This is an optimization exercise on Yosys and OpenROAD, whose aim is small area, not a production implementation. Function was checked by simulation only, so behaviour that the tests miss may differ from the original. Power figures rest on the tool's default switching activity, not on a simulated workload. No driver is modelled on the clock port, so clocking that relies on it looks cheaper here than on a real chip.

==> flow/design.v (excerpt) <==
module vec_dot_loader #(
  parameter int unsigned EXP_WIDTH = 8,
  parameter int unsigned MAN_WIDTH = 23,
  parameter int          BIAS      = -127,
  parameter int unsigned VEC_SIZE  = 17,
  localparam int unsigned FloatWidth = 1 + EXP_WIDTH + MAN_WIDTH,
  localparam int unsigned VecWidth   = VEC_SIZE * FloatWidth,
  localparam int unsigned CountWidth = $clog2(VEC_SIZE + 1),
  localparam int unsigned IdxWidth   = (VEC_SIZE > 1) ? $clog2(VEC_SIZE) : 1
) (
  input  logic                  clk_i,
  input  logic                  rst_ni,
  input  logic                  in_valid_i,
  output logic                  in_ready_o,
  input  logic [FloatWidth-1:0] in_lhs_i,
  input  logic [FloatWidth-1:0] in_rhs_i,
  input  logic                  in_last_i,
  output logic                  out_valid_o,
  input  logic                  out_ready_i,
  output logic [VecWidth-1:0]   out_lhs_o,
  output logic [VecWidth-1:0]   out_rhs_o,
  output logic [CountWidth-1:0] out_count_o
);
  if (BIAS > 0) begin : g_bias_positive
  end
  logic [VecWidth-1:0]   lhs0_nq, lhs1_nq, rhs0_nq, rhs1_nq;
  logic [CountWidth-1:0] cnt0_q, cnt1_q, cnt0_d, cnt1_d;
  logic [1:0]            full_q, full_d;
  logic                  wr_bank_q, rd_bank_q, rd_bank_d;
  logic [IdxWidth-1:0]   wr_idx_q;
  logic [VEC_SIZE-1:0]   nm0_q, nm1_q, nm0_d, nm1_d;
  logic accept, release_bank, finish;
  logic sel0, sel1, sel0_d, sel1_d;
  assign in_ready_o   = ~full_q[wr_bank_q];
  assign out_valid_o  = full_q[rd_bank_q];
  assign accept       = in_valid_i & in_ready_o;
  assign release_bank = out_valid_o & out_ready_i;
  assign finish       = accept & (in_last_i | (wr_idx_q == IdxWidth'(VEC_SIZE - 1)));
  assign sel0 = full_q[0] & ~rd_bank_q;
  assign sel1 = full_q[1] &  rd_bank_q;
  assign out_count_o = ({CountWidth{sel0}} & cnt0_q) | ({CountWidth{sel1}} & cnt1_q);
  always_comb begin
    full_d = full_q;
    if (finish)       full_d[wr_bank_q] = 1'b1;
    if (release_bank) full_d[rd_bank_q] = 1'b0;
    rd_bank_d = rd_bank_q ^ release_bank;
    cnt0_d = (finish & ~wr_bank_q) ? CountWidth'(wr_idx_q) + CountWidth'(1) : cnt0_q;
    cnt1_d = (finish &  wr_bank_q) ? CountWidth'(wr_idx_q) + CountWidth'(1) : cnt1_q;
    sel0_d = full_d[0] & ~rd_bank_d;
    sel1_d = full_d[1] &  rd_bank_d;
  ...
export LEC_CHECK = 0
export ABC_AREA = 1
export CAP_MARGIN = 0
export CORE_MARGIN = 2
export CORE_UTILIZATION = 80
export PLACE_DENSITY = 0.85
export SLEW_MARGIN = 0
create_clock -name core_clock -period 6.0 [get_ports {clk_i}]
standard.sh (not shown) runs the stock make flow with config.mk's settings and CLKGATE_MAP_FILE= SYNTH_SCRIPT=/design/flow/synth_recipe.tcl, a recipe that flattens the netlist after the stock synthesis.
==> flow/flow/run.sh <==
#!/bin/bash
# Standard ORFS layout, with the port buffers made of the smallest buffer and a
# clock tree of small clock buffers without dummy loads.
set -euo pipefail
export BUFFER_PORTS_ARGS="-buffer_cell sky130_fd_sc_hd__buf_1"
export CTS_ARGS="-sink_clustering_enable -repair_clock_nets -dont_use_dummy_load -buf_list {sky130_fd_sc_hd__clkbuf_4 sky130_fd_sc_hd__clkbuf_8 sky130_fd_sc_hd__clkbuf_16} -sink_clustering_size 30 -sink_clustering_max_diameter 100"
bash standard.sh > standard.log 2>&1
The first run aborted during 3_2_place_iop.
Then changed:
==> flow/flow/run.sh (replaced) <==
#!/bin/bash
# Standard ORFS layout, with the port buffers made of the smallest buffer and a
# clock tree of small clock buffers without dummy loads.
set -euo pipefail
export BUFFER_PORTS_ARGS="-buffer_cell sky130_fd_sc_hd__buf_1"
export CTS_ARGS="-sink_clustering_enable -repair_clock_nets -dont_use_dummy_load -buf_list {sky130_fd_sc_hd__clkbuf_8} -sink_clustering_size 20 -sink_clustering_max_diameter 60"
bash standard.sh > standard.log 2>&1
- CAP_MARGIN: 0 -> 20
- CORE_UTILIZATION: 80 -> 65
- PLACE_DENSITY: 0.85 -> unset
- SLEW_MARGIN: 0 -> 20
Result: The changed run passed the timing, DRC and antenna checks; synthesized cell count stays the same; synthesized area is unchanged.
Then changed:
==> flow/run.sh (new file) <==
#!/bin/bash
# synth_recipe.tcl (not shown) runs the flow's synth.tcl, then flattens the netlist and writes it again
# the make line also repeats each setting of config.mk as NAME=value (left out here)
make -C /OpenROAD-flow-scripts/flow DESIGN_CONFIG=/design/flow/config.mk WORK_HOME=/design/flow/orfs CLKGATE_MAP_FILE= SYNTH_SCRIPT=/design/flow/synth_recipe.tcl finish
- CORE_UTILIZATION: 65 -> 40
removed: flow/flow/run.sh
removed: flow/standard.sh
- The changed run completed with no timing, DRC or antenna violations
- routed wire length goes up by a few percent
- critical path depth goes up by 1
- global-route usage goes down by 15 points
- non-clock buffer count goes up by 14
- final cell count goes up by about a fifth
Then changed:
==> flow/flow/run.sh (new file) <==
#!/bin/bash
# Standard ORFS layout, with the port buffers made of the smallest buffer and a
# clock tree of small clock buffers without dummy loads.
set -euo pipefail
export BUFFER_PORTS_ARGS="-buffer_cell sky130_fd_sc_hd__buf_1"
export CTS_ARGS="-sink_clustering_enable -repair_clock_nets -dont_use_dummy_load -buf_list {sky130_fd_sc_hd__clkbuf_4 sky130_fd_sc_hd__clkbuf_8 sky130_fd_sc_hd__clkbuf_16} -sink_clustering_size 30 -sink_clustering_max_diameter 100"
bash standard.sh > standard.log 2>&1
==> flow/standard.sh (new file) <==
#!/bin/bash
# synth_recipe.tcl (not shown) runs the flow's synth.tcl, then flattens the netlist and writes it again
# the make line also repeats each setting of config.mk as NAME=value (left out here)
make -C /OpenROAD-flow-scripts/flow DESIGN_CONFIG=/design/flow/config.mk WORK_HOME=/design/flow/orfs CLKGATE_MAP_FILE= SYNTH_SCRIPT=/design/flow/synth_recipe.tcl "${@:-finish}"
- CAP_MARGIN: 20 -> 0
- CORE_UTILIZATION: 40 -> 65
- GPL_ROUTABILITY_DRIVEN: unset -> 0
- GPL_TIMING_DRIVEN: unset -> 0
- SLEW_MARGIN: 20 -> 0
removed: flow/run.sh
With this change the flow completed, yet does not pass: max-capacitance violations, max-slew violations. Worst hold slack is worse by 0.065 ns. Combinational power is about the same. Clock-buffer cell count falls by 183. Routed wire length drops by 7.0%. Design area went down by about 12%.

-- static timing again, ports no longer ideal --
How much do the figures lean on ideal ports? The routed layouts below were timed once more, with nothing changed but the port constraints.
Step 1 assumes that a clkbuf_16 drives the clock port and a buf_2 every other input.
Step 2 also shifts input and output timing later by t, the mid clock arrival at the registers, as if the neighbouring blocks saw the same clock.
Slacks: ideal ports / drivers / drivers and shift; pairs: ideal ports / drivers.
| run | t, ns | setup WS [ns] | hold slack, ns | slew at the worst register clock pin (ns) | cell pins on the clock port's net |
|---|---|---|---|---|---|
| the second run | 0.919 | 1.857 / 1.777 / 1.509 | 0.502 / 0.502 / 0.502 | 0.12 / 0.12 | 1 |
| the third run | 0.937 | 1.488 / 1.408 / 1.319 | 0.493 / 0.518 / 0.518 | 0.07 / 0.07 | 1 |
| the fourth run | 0.776 | 1.456 / 1.372 / 1.455 | 0.427 / 0.458 / 0.530 | 0.12 / 0.12 | 1 |
For the second run, which loses most, drivers alone change the setup slack by -0.080 ns; drivers and shift together by -0.348 ns.
